Source: an optimization exercise on an open RTL-to-GDS flow (aim: small area). Production flows keep margins and buffers that such runs may drop.
Function was checked by simulation only, so behaviour that the tests miss may differ from the original.
Power figures rest on the tool's default switching activity, not on a simulated workload.

==> flow/design.v <==
module register_file #(
   parameter int XLEN   = 32,
   parameter int PEND_W = 2
) (
   input  logic            clock,
   input  logic            reset,
   input  logic            wb_enable,
   input  logic [4:0]      rs_d,
   input  logic [XLEN-1:0] reg_d,
   input  logic [4:0]      addr_rs1,
   input  logic [4:0]      addr_rs2,
   output logic [XLEN-1:0] data_rs1,
   output logic [XLEN-1:0] data_rs2,
   input  logic            issue_valid,
   input  logic            issue_wb,
   input  logic [4:0]      issue_rd,
   input  logic            flush,
   output logic            rs1_busy,
   output logic            rs2_busy,
   output logic            rd_full
);
   logic [XLEN-1:0]   regs_n [1:31];   
   logic [PEND_W-1:0] cnt  [1:31];
   logic              byp1, byp2, c1_rsd, nz1, nz2, full_any;
   logic [XLEN-1:0]   wdata_n;
   logic [31:1]       wsel, isel, sel1_n, sel2_n, nz_n, gt1, full;
   logic [31:1]       col_n [XLEN];   
   assign wdata_n = reset ? '1 : ~reg_d;
   assign byp1 = !reset && wb_enable && (rs_d != 5'd0) && (rs_d == addr_rs1);
   assign byp2 = !reset && wb_enable && (rs_d != 5'd0) && (rs_d == addr_rs2);
   rf_dec u_decw (.a(rs_d),     .en(wb_enable),          .y(wsel));
   rf_dec u_deci (.a(issue_rd), .en(!reset && issue_wb), .y(isel));
   rf_decn u_dec1 (.a(addr_rs1), .en(!reset && !byp1), .y_n(sel1_n));
   rf_decn u_dec2 (.a(addr_rs2), .en(!reset && !byp2), .y_n(sel2_n));
   for (genvar r = 1; r < 32; r++) begin : g_reg
      assign gt1[r]  = cnt[r][1];
      assign nz_n[r] = !(cnt[r][1] || cnt[r][0]);
      assign full[r] = cnt[r][1] && !cnt[r][0];
      always_ff @(posedge clock)
         if (reset || wsel[r])
            regs_n[r] <= wdata_n;
      logic up, dn;
      assign up = issue_valid && isel[r] && !full[r];
      assign dn = wsel[r] && !nz_n[r];
      always_ff @(posedge clock)
         if (reset || flush)
            cnt[r] <= '0;
         else if (up != dn)
            cnt[r] <= {cnt[r][0] ^ dn, cnt[r][1] ^ up};
      for (genvar j = 0; j < XLEN; j++) begin : g_col
         assign col_n[j][r] = regs_n[r][j];
      end
   end
   for (genvar j = 0; j < XLEN; j++) begin : g_rd
      rf_osel32 u_rs1 (.d_n({col_n[j], wdata_n[j]}), .s_n({sel1_n, !byp1}), .y(data_rs1[j]));
      rf_osel32 u_rs2 (.d_n({col_n[j], wdata_n[j]}), .s_n({sel2_n, !byp2}), .y(data_rs2[j]));
   end
   rf_osel31 u_nz1 (.d_n(nz_n), .s_n(sel1_n), .y(nz1));
   rf_osel31 u_nz2 (.d_n(nz_n), .s_n(sel2_n), .y(nz2));
   rf_sel31 u_gt1  (.d(gt1),  .s(wsel), .y(c1_rsd));
   rf_sel31 u_full (.d(full), .s(isel), .y(full_any));
   assign rs1_busy = nz1 || (byp1 && c1_rsd);
   assign rs2_busy = nz2 || (byp2 && c1_rsd);
   assign rd_full  = full_any;
endmodule
module rf_osel32 (
   input  logic [31:0] d_n,
   input  logic [31:0] s_n,
   output logic        y
);
   logic [15:0] p;
   for (genvar k = 0; k < 16; k++) begin : g_oa
      rf_oai22 u (.a_n(d_n[2*k+1:2*k]), .s_n(s_n[2*k+1:2*k]), .y(p[k]));
   end
   assign y = |p;
endmodule
module rf_osel31 (
   input  logic [31:1] d_n,
   input  logic [31:1] s_n,
   output logic        y
);
   logic [15:0] p;
   for (genvar k = 0; k < 15; k++) begin : g_oa
      rf_oai22 u (.a_n(d_n[2*k+2:2*k+1]), .s_n(s_n[2*k+2:2*k+1]), .y(p[k]));
   end
   assign p[15] = !(d_n[31] || s_n[31]);
   assign y = |p;
endmodule
module rf_oai22 (
   input  logic [1:0] a_n,
   input  logic [1:0] s_n,
   output logic       y
);
   assign y = !((a_n[0] || s_n[0]) && (a_n[1] || s_n[1]));
endmodule
module rf_sel32 (
   input  logic [31:0] d,
   input  logic [31:0] s,
   output logic        y
);
   logic [10:0] g;
   for (genvar k = 0; k < 10; k++) begin : g_ao
      rf_aoi222 u (.a(d[3*k+2:3*k]), .s(s[3*k+2:3*k]), .y(g[k]));
   end
   rf_aoi22 u_last (.a(d[31:30]), .s(s[31:30]), .y(g[10]));
   assign y = !(&g);
endmodule
module rf_sel31 (
   input  logic [31:1] d,
   input  logic [31:1] s,
   output logic        y
);
   logic [10:0] g;
   for (genvar k = 0; k < 10; k++) begin : g_ao
      rf_aoi222 u (.a(d[3*k+3:3*k+1]), .s(s[3*k+3:3*k+1]), .y(g[k]));
   end
   assign g[10] = !(d[31] && s[31]);
   assign y = !(&g);
endmodule
module rf_aoi222 (
   input  logic [2:0] a,
   input  logic [2:0] s,
   output logic       y
);
   assign y = !((a[0] && s[0]) || (a[1] && s[1]) || (a[2] && s[2]));
endmodule
module rf_aoi22 (
   input  logic [1:0] a,
   input  logic [1:0] s,
   output logic       y
);
   assign y = !((a[0] && s[0]) || (a[1] && s[1]));
endmodule
module rf_dec (
   input  logic [4:0]  a,
   input  logic        en,
   output logic [31:1] y
);
   logic [3:0] hi_n;
   logic [7:0] lo_n;
   rf_predec u_pre (.a(a), .en(en), .hi_n(hi_n), .lo_n(lo_n));
   rf_decfin u_fin (.hi_n(hi_n), .lo_n(lo_n), .y(y));
endmodule
module rf_decn (
   input  logic [4:0]  a,
   input  logic        en,
   output logic [31:1] y_n
);
   logic [3:0] hi;
   logic [7:0] lo;
   for (genvar k = 0; k < 4; k++) begin : g_hi
      assign hi[k] = en && a[4:3] == 2'(k);
   end
   for (genvar m = 0; m < 8; m++) begin : g_lo
      assign lo[m] = a[2:0] == 3'(m);
   end
   rf_decfin_n u_fin (.hi(hi), .lo(lo), .y_n(y_n));
endmodule
module rf_decfin_n (
   input  logic [3:0]  hi,
   input  logic [7:0]  lo,
   output logic [31:1] y_n
);
   for (genvar i = 1; i < 32; i++) begin : g_y
      assign y_n[i] = !(hi[i / 8] && lo[i % 8]);
   end
endmodule
module rf_predec (
   input  logic [4:0] a,
   input  logic       en,
   output logic [3:0] hi_n,
   output logic [7:0] lo_n
);
   for (genvar k = 0; k < 4; k++) begin : g_hi
      assign hi_n[k] = !(en && a[4:3] == 2'(k));
   end
   for (genvar m = 0; m < 8; m++) begin : g_lo
      assign lo_n[m] = !(a[2:0] == 3'(m));
   end
endmodule
module rf_decfin (
   input  logic [3:0]  hi_n,
   input  logic [7:0]  lo_n,
   output logic [31:1] y
);
   for (genvar i = 1; i < 32; i++) begin : g_y
      assign y[i] = !(hi_n[i / 8] || lo_n[i % 8]);
   end
endmodule
==> flow/config.mk <==
export PLATFORM = sky130hd
export DESIGN_NAME = register_file
export DESIGN_NICKNAME = register_file
export VERILOG_FILES = /design/flow/design.v
export SDC_FILE = /design/flow/constraint.sdc
export NUM_CORES = 4
export LEC_CHECK = 0
export CAP_MARGIN = 20
export CORE_MARGIN = 2
export CORE_UTILIZATION = 40
export SLEW_MARGIN = 20
export SYNTH_HIERARCHICAL = 1
==> flow/constraint.sdc <==
create_clock -name core_clock -period 8.0 [get_ports {clock}]
set_input_delay 1.6000 -clock core_clock [delete_from_list [all_inputs] [get_ports {clock}]]
set_output_delay 1.6000 -clock core_clock [all_outputs]
set_load 0.01 [all_outputs]
standard.sh (not shown) runs the stock make flow with config.mk's settings and CLKGATE_MAP_FILE= SYNTH_SCRIPT=/design/flow/synth_recipe.tcl, a recipe that flattens the netlist after the stock synthesis.
==> flow/flow/run.sh <==
#!/bin/bash
set -euo pipefail
export BUFFER_PORTS_ARGS="-buffer_cell sky130_fd_sc_hd__buf_1"
export CTS_ARGS="-sink_clustering_enable -repair_clock_nets -buf_list sky130_fd_sc_hd__clkbuf_16 -sink_clustering_size 28 -sink_clustering_max_diameter 90 -dont_use_dummy_load"
bash standard.sh > standard_flow.log 2>&1
Change:
--- a/flow/design.v
+++ b/flow/design.v
@@ -24,10 +24,12 @@
    logic              byp1, byp2, c1_rsd, nz1, nz2, full_any;
    logic [XLEN-1:0]   wdata_n;
    logic [31:1]       wsel, isel, sel1_n, sel2_n, nz_n, gt1, full;
    logic [31:1]       col_n [XLEN];   
    assign wdata_n = reset ? '1 : ~reg_d;
+   logic [XLEN-1:0] byp_n;
+   rf_inv #(XLEN) u_bypd (.a(reg_d), .y(byp_n));
    assign byp1 = !reset && wb_enable && (rs_d != 5'd0) && (rs_d == addr_rs1);
    assign byp2 = !reset && wb_enable && (rs_d != 5'd0) && (rs_d == addr_rs2);
    rf_dec u_decw (.a(rs_d),     .en(wb_enable),          .y(wsel));
    rf_dec u_deci (.a(issue_rd), .en(!reset && issue_wb), .y(isel));
    rf_decn u_dec1 (.a(addr_rs1), .en(!reset && !byp1), .y_n(sel1_n));
@@ -50,20 +52,28 @@
       for (genvar j = 0; j < XLEN; j++) begin : g_col
          assign col_n[j][r] = regs_n[r][j];
       end
    end
    for (genvar j = 0; j < XLEN; j++) begin : g_rd
-      rf_osel32 u_rs1 (.d_n({col_n[j], wdata_n[j]}), .s_n({sel1_n, !byp1}), .y(data_rs1[j]));
-      rf_osel32 u_rs2 (.d_n({col_n[j], wdata_n[j]}), .s_n({sel2_n, !byp2}), .y(data_rs2[j]));
+      rf_osel32 u_rs1 (.d_n({col_n[j], byp_n[j]}), .s_n({sel1_n, !byp1}), .y(data_rs1[j]));
+      rf_osel32 u_rs2 (.d_n({col_n[j], byp_n[j]}), .s_n({sel2_n, !byp2}), .y(data_rs2[j]));
    end
    rf_osel31 u_nz1 (.d_n(nz_n), .s_n(sel1_n), .y(nz1));
    rf_osel31 u_nz2 (.d_n(nz_n), .s_n(sel2_n), .y(nz2));
    rf_sel31 u_gt1  (.d(gt1),  .s(wsel), .y(c1_rsd));
    rf_sel31 u_full (.d(full), .s(isel), .y(full_any));
    assign rs1_busy = nz1 || (byp1 && c1_rsd);
    assign rs2_busy = nz2 || (byp2 && c1_rsd);
    assign rd_full  = full_any;
+endmodule
+module rf_inv #(
+   parameter int W = 32
+) (
+   input  logic [W-1:0] a,
+   output logic [W-1:0] y
+);
+   assign y = ~a;
 endmodule
 module rf_osel32 (
    input  logic [31:0] d_n,
    input  logic [31:0] s_n,
    output logic        y
=> Die area barely changes. Non-clock buffer count shrinks by 19. Total power shrinks by 0.42%. Via count shrinks by about 1.5%. Routed wire length shrinks by 2.5%. Final area hardly moves. Global-route usage shrinks by 0.58 points. Core utilization barely changes.

==> separate check: timing with driven ports <==
Ports are ideal in the flow. The routed layouts listed here were re-timed in OpenROAD.
Step 1, drivers: a clkbuf_16 drives clock and a buf_2 each remaining input, both assumed.
Step 2 moves the port delays by t, midway between the first and last clock arrival at a register: inputs arrive t later, outputs are due t later. That takes back most of the time a late clock gives input paths.
Slacks: no drivers / after step 1 / after step 2; pairs: no drivers / after step 1.
run | t (ns) | setup slack, ns | clock arrival spread, ns
the first run | 0.697 | 0.583 / 0.561 / 0.561 | 0.065 / 0.065
the second run | 0.706 | 0.569 / 0.505 / 0.505 | 0.088 / 0.088
After both steps every run listed still meets setup and hold. For the second run, which loses most, drivers alone change the setup slack by -0.064 ns; drivers and shift together by -0.064 ns.
